This is an optimization exercise on Yosys and OpenROAD, whose aim is small area, not a production implementation. In this exercise RTL edits were held to simulation tests only and were not proved equivalent to the original. Power and IR drop assume default switching activity.

==> flow/design.v <==
package core_pkg;
  localparam logic [5:0] OP_RTYPE = 6'b000000;
  localparam logic [5:0] OP_ADDI  = 6'b001000;
  localparam logic [5:0] OP_LW    = 6'b100011;
  localparam logic [5:0] OP_SW    = 6'b101011;
  localparam logic [5:0] OP_BEQ   = 6'b000100;
  localparam logic [5:0] OP_BNE   = 6'b000101;
  localparam logic [5:0] OP_J     = 6'b000010;
  localparam logic [5:0] FN_ADD   = 6'b100000;
  localparam logic [5:0] FN_SUB   = 6'b100010;
  localparam logic [5:0] FN_AND   = 6'b100100;
  localparam logic [5:0] FN_OR    = 6'b100101;
  localparam logic [5:0] FN_SLT   = 6'b101010;
  localparam logic [5:0] FN_SLL   = 6'b000000;
  localparam logic [5:0] FN_SRL   = 6'b000010;
  localparam logic [3:0] S_INIT   = 4'd0;   
  localparam logic [3:0] S_FETCH  = 4'd1;   
  localparam logic [3:0] S_WAIT   = 4'd2;   
  localparam logic [3:0] S_RDT    = 4'd3;   
  localparam logic [3:0] S_SHQ    = 4'd4;   
  localparam logic [3:0] S_EXEC   = 4'd5;   
  localparam logic [3:0] S_P2     = 4'd6;   
  localparam logic [3:0] S_MEM    = 4'd7;   
  localparam logic [3:0] S_WAITWB = 4'd8;   
  localparam logic [3:0] S_HALT   = 4'd9;
endpackage
module core_alu (
  input  logic [3:0] a,
  input  logic [3:0] b,
  input  logic       cin,
  input  logic       sub,
  input  logic       lop,    
  input  logic       lor,    
  output logic [3:0] y,
  output logic       cout
);
  logic [3:0] bb, s;
  logic [4:0] c;
  assign bb = b ^ {4{sub}};
  assign c[0] = cin;
  for (genvar i = 0; i < 4; i++) begin : g_fa
    assign s[i]   = a[i] ^ bb[i] ^ c[i];
    assign c[i+1] = (a[i] & bb[i]) | (a[i] & c[i]) | (bb[i] & c[i]);
  end
  assign cout = c[4];
  assign y = !lop ? s : lor ? (a | b) : (a & b);
endmodule
import core_pkg::*;
module multicycle_core #(
  parameter int                ADDR_W   = 32,
  parameter logic [ADDR_W-1:0] RESET_PC = '0
) (
  input  logic              clk,
  input  logic              rst,
  output logic              imem_req,
  output logic [ADDR_W-1:0] imem_addr,
  input  logic              imem_ready,
  input  logic [31:0]       imem_rdata,
  output logic              dmem_req,
  output logic              dmem_we,
  output logic [ADDR_W-1:0] dmem_addr,
  output logic [31:0]       dmem_wdata,
  input  logic              dmem_ready,
  input  logic [31:0]       dmem_rdata,
  output logic [ADDR_W-1:0] pc_out,
  output logic [31:0]       alu_result,
  output logic              retire,
  output logic              halted
);
  logic [3:0]   state, state_n;
  logic [2:0]   ph;
  logic [31:0]  ir, ar, wd;
  logic [31:0]  pc;            
  logic         c, cp;
  logic [991:0] rf;            
  logic [5:0] op, fn;
  logic [4:0] rs, rt, rd, sh, dest, rsel;
  assign op = ir[31:26];
  assign fn = ir[5:0];
  assign rs = ir[25:21];
  assign rt = ir[20:16];
  assign rd = ir[15:11];
  assign sh = ir[10:6];
  logic is_r, is_mem, is_sw, is_addi, is_br, is_j, is_slt, is_sh, writes, need_rt;
  assign is_mem  = op[5];
  assign is_sw   = op[5] & op[3];
  assign is_addi = !op[5] & op[3];
  assign is_br   = !op[5] & op[2];
  assign is_j    = !op[5] & op[1];
  assign is_r    = !op[5] & !op[3] & !op[2] & !op[1];
  assign is_slt  = is_r & fn[3];
  assign is_sh   = is_r & !fn[5];
  assign writes  = is_r | is_addi | (is_mem & !is_sw);
  assign need_rt = is_r | is_sw | is_br;
  assign dest    = is_r ? rd : rt;
  function automatic logic legal_f(input logic [31:0] w);
    logic [5:0] o, f;
    o = w[31:26];
    f = w[5:0];
    if (o == OP_RTYPE)
      legal_f = f == FN_ADD || f == FN_SUB || f == FN_AND || f == FN_OR || f == FN_SLT ||
                f == FN_SLL || f == FN_SRL;
    else
      legal_f = o == OP_ADDI || o == OP_LW || o == OP_SW || o == OP_BEQ || o == OP_BNE || o == OP_J;
  endfunction
  logic ph0, ph7;
  assign ph0 = ph == 3'd0;
  assign ph7 = ph == 3'd7;
  logic st_init, st_fetch, st_rdt, st_shq, st_exec, st_p2, st_mem;
  assign st_init  = state == S_INIT;
  assign st_fetch = state == S_FETCH;
  assign st_rdt   = state == S_RDT;
  assign st_shq   = state == S_SHQ;
  assign st_exec  = state == S_EXEC;
  assign st_p2    = state == S_P2;
  assign st_mem   = state == S_MEM;
  logic [127:0] taps;
  logic [3:0]   rq;
  always_comb begin
    taps[3:0] = 4'b0000;
    for (int i = 1; i < 32; i++) taps[4*i +: 4] = rf[32*(i-1) +: 4];
  end
  assign rsel = st_rdt ? rt : rs;
  assign rq   = taps[{rsel, 2'b00} +: 4];
  logic [3:0] irq, immq;
  assign irq  = ir[{ph, 2'b00} +: 4];
  assign immq = ph[2] ? {4{ir[15]}} : irq;
  logic [3:0] alu_y;
  logic       alu_c, sub, lt, eq, taken;
  assign sub = is_r & fn[5] & fn[1];
  core_alu u_alu (
    .a(rq), .b(is_r ? wd[3:0] : immq), .cin(ph0 ? sub : c), .sub(sub),
    .lop(is_r & fn[2]), .lor(fn[0]), .y(alu_y), .cout(alu_c)
  );
  assign lt    = (rq[3] ^ wd[3]) ? rq[3] : alu_y[3];
  assign eq    = c & (rq == wd[3:0]);
  assign taken = eq ^ op[0];
  logic [2:0] nrot;
  logic [3:0] shq;
  logic [5:0] jb [4];
  assign nrot = fn[1] ? sh[4:2] : 3'd0 - sh[4:2];
  always_comb
    for (int b = 0; b < 4; b++) begin
      jb[b] = {1'b0, ph, 2'b00} + 6'(b);
      shq[b] = (fn[1] ? wd[5'(b) + 5'(sh[1:0])] : wd[5'(b) - 5'(sh[1:0])]) &
               (fn[1] ? !(jb[b] + {1'b0, sh} > 6'd31) : !(jb[b] < {1'b0, sh}));
    end
  logic [3:0] exres, p2res;
  assign exres = is_sh ? shq : alu_y;
  assign p2res = is_r ? {3'b000, c & ph0} : wd[3:0];
  logic       pc_shift, pcin, pc_c;
  logic [3:0] pc_s, pc_in;
  assign pc_shift = st_init || st_exec || (st_p2 && is_br);
  assign pcin = (st_exec & ph0) | (cp & !ph0);
  assign {pc_c, pc_s} = {1'b0, pc[3:0]} + {1'b0, st_p2 ? immq : 4'b0000} + {4'b0000, pcin};
  always_comb begin
    pc_in = pc_s;
    if (st_init) pc_in = 4'b0000;
    else if (st_exec && is_j) begin
      if (ph < 3'd6) pc_in = irq;
      else if (ph == 3'd6) pc_in[1:0] = irq[1:0];
    end
  end
  logic [3:0] first;
  assign imem_req   = st_fetch;
  assign imem_addr  = ADDR_W'({pc[29:0], 2'b00});
  assign dmem_req   = st_mem;
  assign dmem_we    = st_mem && is_sw;
  assign dmem_addr  = ADDR_W'(ar);
  assign dmem_wdata = wd;
  assign alu_result = ar;
  assign pc_out     = ADDR_W'({pc[29:0], 2'b00});
  assign halted     = state == S_HALT;
  assign first      = need_rt ? S_RDT : S_EXEC;
  always_comb begin
    state_n = state;
    case (state)
      S_INIT:   if (ph7) state_n = S_FETCH;
      S_FETCH:  if (imem_ready) state_n = !legal_f(imem_rdata) ? S_HALT : ph7 ? S_WAIT : S_WAIT;
      S_WAIT:   if (ph7) state_n = first;
      S_RDT:    if (ph7) state_n = is_sh ? S_SHQ : S_EXEC;
      S_SHQ:    if (ph7) state_n = S_EXEC;
      S_EXEC:   if (ph7) state_n = is_mem ? S_MEM : (is_slt || (is_br && taken)) ? S_P2 : S_FETCH;
      S_P2:     if (ph7) state_n = S_FETCH;
      S_MEM:    if (dmem_ready) state_n = is_sw ? S_FETCH : ph7 ? S_P2 : S_WAITWB;
      S_WAITWB: if (ph7) state_n = S_P2;
      default:  ;
    endcase
  end
  always_ff @(posedge clk or negedge rst)
    if (!rst) begin
      state  <= S_INIT;
      ph     <= 3'd0;
      retire <= 1'b0;
    end else begin
      state  <= state_n;
      ph     <= ph + 3'd1;
      retire <= (st_exec && ph7 && !is_mem && !is_slt && !(is_br && taken))
             || (st_p2 && ph7 && !is_mem)
             || (st_mem && dmem_ready);
    end
  logic       wen;
  logic [3:0] wbits;
  assign wen   = (st_exec || st_p2) && writes && dest != 5'd0;
  assign wbits = st_init ? 4'b0000 : st_exec ? exres : p2res;
  always_ff @(posedge clk) begin
    if (st_fetch) ir <= imem_rdata;
    if (pc_shift) begin
      pc <= {pc_in, pc[31:4]};
      cp <= pc_c;
    end
    if (st_exec) c <= is_br ? (ph0 | c) & (rq == wd[3:0]) : (ph7 & is_slt) ? lt : alu_c;
    if (st_exec || st_p2) ar <= {st_exec ? exres : p2res, ar[31:4]};
    if (st_rdt) wd <= {rq, wd[31:4]};
    else if (st_exec || st_p2 || (st_shq && ph < nrot)) wd <= {wd[3:0], wd[31:4]};
    else if (st_mem && !is_sw) wd <= dmem_rdata;
    for (int i = 1; i < 32; i++)
      rf[32*(i-1) +: 32] <= {(st_init || (wen && dest == 5'(i))) ? wbits : rf[32*(i-1) +: 4],
                             rf[32*(i-1) + 4 +: 28]};
  end
endmodule
Settings: LEC_CHECK=0, ABC_AREA=1, CAP_MARGIN=20, CORE_MARGIN=2, CORE_UTILIZATION=30, PLACE_DENSITY=0.45, SLEW_MARGIN=20; clock period 10.0 ns.
standard.sh (not shown) runs the stock make flow with config.mk's settings and CLKGATE_MAP_FILE= SYNTH_SCRIPT=/design/flow/synth_recipe.tcl, a recipe that flattens the netlist after the stock synthesis.
==> flow/flow/run.sh <==
#!/bin/bash
# Standard ORFS layout, with the smallest buffer on the ports and a clock tree without dummy loads.
set -euo pipefail
export BUFFER_PORTS_ARGS="-buffer_cell sky130_fd_sc_hd__buf_1"
export CTS_ARGS="-sink_clustering_enable -repair_clock_nets -dont_use_dummy_load -buf_list {sky130_fd_sc_hd__clkbuf_8} -sink_clustering_size 20 -sink_clustering_max_diameter 50"
bash standard.sh > standard.log 2>&1
Next try:
==> flow/flow/run.sh (replaced) <==
#!/bin/bash
# Standard ORFS layout, with the smallest buffer on the ports and a clock tree without dummy loads.
set -euo pipefail
export BUFFER_PORTS_ARGS="-buffer_cell sky130_fd_sc_hd__buf_1"
export CTS_ARGS="-sink_clustering_enable -repair_clock_nets -dont_use_dummy_load -buf_list {sky130_fd_sc_hd__clkbuf_16} -sink_clustering_size 32 -sink_clustering_max_diameter 40"
bash standard.sh > standard.log 2>&1
- CORE_UTILIZATION: 30 -> 55
- PLACE_DENSITY: 0.45 -> 0.65
Setup slack gets worse by 110 ps.
Non-clock buffer count falls by 2.
Sequential share of layout area shrinks by 0.62 points.
Worst hold slack barely changes.
Fmax falls by about 2.2%.
Cell count goes down by 15%.
Design area rises by about 0.9%.
Area after synthesis stays the same.
Die area drops by about 45%.
Clock skew is about the same.
Next try:
==> flow/run.sh (new file) <==
#!/bin/bash
# synth_recipe.tcl (not shown) runs the flow's synth.tcl, then flattens the netlist and writes it again
# the make line also repeats each setting of config.mk as NAME=value (left out here)
make -C /OpenROAD-flow-scripts/flow DESIGN_CONFIG=/design/flow/config.mk WORK_HOME=/design/flow/orfs CLKGATE_MAP_FILE= SYNTH_SCRIPT=/design/flow/synth_recipe.tcl finish
- CORE_UTILIZATION: 55 -> 30
- PLACE_DENSITY: 0.65 -> 0.45
removed: flow/flow/run.sh
removed: flow/standard.sh
- The changed run went through all stages and came out clean
- power increases by roughly a tenth
- final area went up by roughly a tenth
- hold slack gets better by 56 ps
- global-route usage decreases by 7.8 points
Next try:
==> flow/flow/run.sh (new file) <==
#!/bin/bash
# Standard ORFS layout, with the smallest buffer on the ports and a clock tree without dummy loads.
set -euo pipefail
export BUFFER_PORTS_ARGS="-buffer_cell sky130_fd_sc_hd__buf_1"
export CTS_ARGS="-sink_clustering_enable -repair_clock_nets -dont_use_dummy_load -buf_list {sky130_fd_sc_hd__clkbuf_4 sky130_fd_sc_hd__clkbuf_8}"
bash standard.sh > standard.log 2>&1
==> flow/standard.sh (new file) <==
#!/bin/bash
# synth_recipe.tcl (not shown) runs the flow's synth.tcl, then flattens the netlist and writes it again
# the make line also repeats each setting of config.mk as NAME=value (left out here)
make -C /OpenROAD-flow-scripts/flow DESIGN_CONFIG=/design/flow/config.mk WORK_HOME=/design/flow/orfs CLKGATE_MAP_FILE= SYNTH_SCRIPT=/design/flow/synth_recipe.tcl "${@:-finish}"
removed: flow/run.sh
Effect: Worst setup slack is better by 140 ps. Wire length went down by 1.8%. Sequential power is about the same. Register-to-register slack is better by 80 ps. Hold slack is worse by 50 ps. Cell count went down by 0.48%. Fmax went up by about 3%. Flip-flop and latch count is unchanged. Clock power went down by 28%. Sequential share of layout area went up by 5.0 points. Non-clock buffer count went up by 3.
Next try:
--- a/flow/flow/run.sh
+++ b/flow/flow/run.sh
@@ -5 +5 @@
-export CTS_ARGS="-sink_clustering_enable -repair_clock_nets -dont_use_dummy_load -buf_list {sky130_fd_sc_hd__clkbuf_4 sky130_fd_sc_hd__clkbuf_8}"
+export CTS_ARGS="-sink_clustering_enable -repair_clock_nets -dont_use_dummy_load -buf_list {sky130_fd_sc_hd__clkbuf_8} -sink_clustering_size 24 -sink_clustering_max_diameter 35"
- CORE_UTILIZATION: 30 -> 65
- PLACE_DENSITY: 0.45 -> 0.75
Outcome: Setup slack got worse by 250 ps. Register-to-register slack got worse by 250 ps. Core utilization is higher by 37 points. Synthesized cell count stays the same. Cell count is lower by 20%. Clock power is lower by 24%. Power is lower by 6.4%. Routed wire length is lower by 7.5%. Sequential power stays flat. Synthesized area does not change.


Setup of P:
Starts from the design.v that is shown in full above.
clock: 10.0 ns
lec_check: 0
abc_area: 1
cap_margin: 20
core_margin: 2
core_utilization: 55
place_density: 0.65
slew_margin: 20
==> flow/flow/run.sh <==
#!/bin/bash
# Standard ORFS layout, with the smallest buffer on the ports and a clock tree without dummy loads.
set -euo pipefail
export BUFFER_PORTS_ARGS="-buffer_cell sky130_fd_sc_hd__buf_1"
export CTS_ARGS="-sink_clustering_enable -repair_clock_nets -dont_use_dummy_load -buf_list {sky130_fd_sc_hd__clkbuf_8} -sink_clustering_size 20 -sink_clustering_max_diameter 50"
bash standard.sh > standard.log 2>&1
Having completed the whole flow, P delivered a layout that passed the timing, design-rule and antenna checks.
Here is what was changed in the inputs of Q compared with P.
==> flow/run.sh (new file) <==
#!/bin/bash
# synth_recipe.tcl (not shown) runs the flow's synth.tcl, then flattens the netlist and writes it again
# the make line also repeats each setting of config.mk as NAME=value (left out here)
make -C /OpenROAD-flow-scripts/flow DESIGN_CONFIG=/design/flow/config.mk WORK_HOME=/design/flow/orfs CLKGATE_MAP_FILE= SYNTH_SCRIPT=/design/flow/synth_recipe.tcl finish
-- flow/config.mk --
<<< P, line 9
export CAP_MARGIN = 20
export CORE_MARGIN = 2
export CORE_UTILIZATION = 55
export PLACE_DENSITY = 0.65
export SLEW_MARGIN = 20
>>> Q, line 9
export CAP_MARGIN = 20
export CORE_MARGIN = 2
export CORE_UTILIZATION = 30
export CTS_BUF_LIST = sky130_fd_sc_hd__clkbuf_4
export PLACE_DENSITY = 0.45
export SLEW_MARGIN = 20
removed: flow/flow/run.sh
removed: flow/standard.sh
[summary]
Q finished all stages; the layout is clean.
On placed instance count, the higher figure sits with Q, not P.
Between Q and P, the wire length of the first global-routing pass is lower for P.
NOTE routed wire length P->Q increased by more than 10%
Diff P -> Q: final core utilization moved down; clock skew -0.019 ns; via total after detailed routing went up 1719.
In the tables for Q and P, minimum clock period reads higher with Q.
Comparing Q and P, the lower die boundary height was measured on P.
Where maximum frequency is concerned, P is better than Q.
Input-level comparison between R and Q:
==> flow/flow/run.sh (new file) <==
#!/bin/bash
# Standard ORFS layout, with the smallest buffer on the ports and a clock tree without dummy loads.
set -euo pipefail
export BUFFER_PORTS_ARGS="-buffer_cell sky130_fd_sc_hd__buf_1"
export CTS_ARGS="-sink_clustering_enable -repair_clock_nets -dont_use_dummy_load -buf_list {sky130_fd_sc_hd__clkbuf_4} -sink_clustering_size 10 -sink_clustering_max_diameter 40"
bash standard.sh > standard.log 2>&1
==> flow/standard.sh (new file) <==
#!/bin/bash
# synth_recipe.tcl (not shown) runs the flow's synth.tcl, then flattens the netlist and writes it again
# the make line also repeats each setting of config.mk as NAME=value (left out here)
make -C /OpenROAD-flow-scripts/flow DESIGN_CONFIG=/design/flow/config.mk WORK_HOME=/design/flow/orfs CLKGATE_MAP_FILE= SYNTH_SCRIPT=/design/flow/synth_recipe.tcl "${@:-finish}"
-- flow/config.mk --
<<< Q, line 9
export CAP_MARGIN = 20
export CORE_MARGIN = 2
export CORE_UTILIZATION = 30
export CTS_BUF_LIST = sky130_fd_sc_hd__clkbuf_4
export PLACE_DENSITY = 0.45
export SLEW_MARGIN = 20
>>> R, line 9
export CAP_MARGIN = 20
export CORE_MARGIN = 2
export CORE_UTILIZATION = 55
export PLACE_DENSITY = 0.65
export SLEW_MARGIN = 20
removed: flow/run.sh
==> comparison <==
- Cmp R and Q / count of clock-buffer cells in the layout / higher: Q
- When the final numbers for R and Q were put side by side, the number of buffers on the longest clock path turned out to be smaller in R.
- Comparing the two runs side by side, R comes out ahead of Q on detailed-route wire length.
- First-pass GRT wire length improves in R relative to Q.
- Taking R as 1.0, Q lands at 1.18 on cell total after placement.
- The worst hold slack of R is higher than that of Q.
- R: utilization 22 points above Q
- R: flow completed, timing, DRC and antenna clean

## port drivers added, routing unchanged
The results above use ideal ports. As a check the final layouts listed here were re-extracted and re-timed, cells and wires unchanged.
Step 1 (the two cells are an assumption about what drives the block):
set clk [get_ports {clk}]
set_driving_cell -lib_cell sky130_fd_sc_hd__clkbuf_16 $clk
set_driving_cell -lib_cell sky130_fd_sc_hd__buf_2 [delete_from_list [all_inputs] $clk]
Step 2 also shifts input and output timing later by t, the mid clock arrival at the registers, as if the neighbouring blocks saw the same clock.
a / b / c = no drivers / after step 1 / after step 2; a / b = the first two.
| run | t, ns | setup WS [ns] | worst register clock-pin slew, ns | worst slew at a driven data input, ns |
|---|---|---|---|---|
| the first run of note 1 | 0.763 | 4.972 / 4.972 / 4.972 | 0.11 / 0.11 | 0.05 |
| the second run of note 1 | 0.668 | 4.857 / 4.857 / 4.857 | 0.08 / 0.08 | 0.06 |
| the third run of note 1 | 0.732 | 4.948 / 4.884 / 5.010 | 0.07 / 0.07 | 0.08 |
| the fourth run of note 1 | 0.819 | 5.092 / 5.092 / 5.092 | 0.06 / 0.06 | 0.05 |
| the fifth run of note 1 | 0.731 | 4.839 / 4.839 / 4.839 | 0.11 / 0.11 | 0.07 |
| P | 0.699 | 4.955 / 4.955 / 4.955 | 0.11 / 0.11 | 0.06 |
| Q | 1.121 | 4.590 / 4.530 / 4.961 | 0.08 / 0.08 | 0.08 |
| R | 0.999 | 4.873 / 4.873 / 4.873 | 0.11 / 0.11 | 0.07 |
After both steps setup and hold are still met in every run listed.
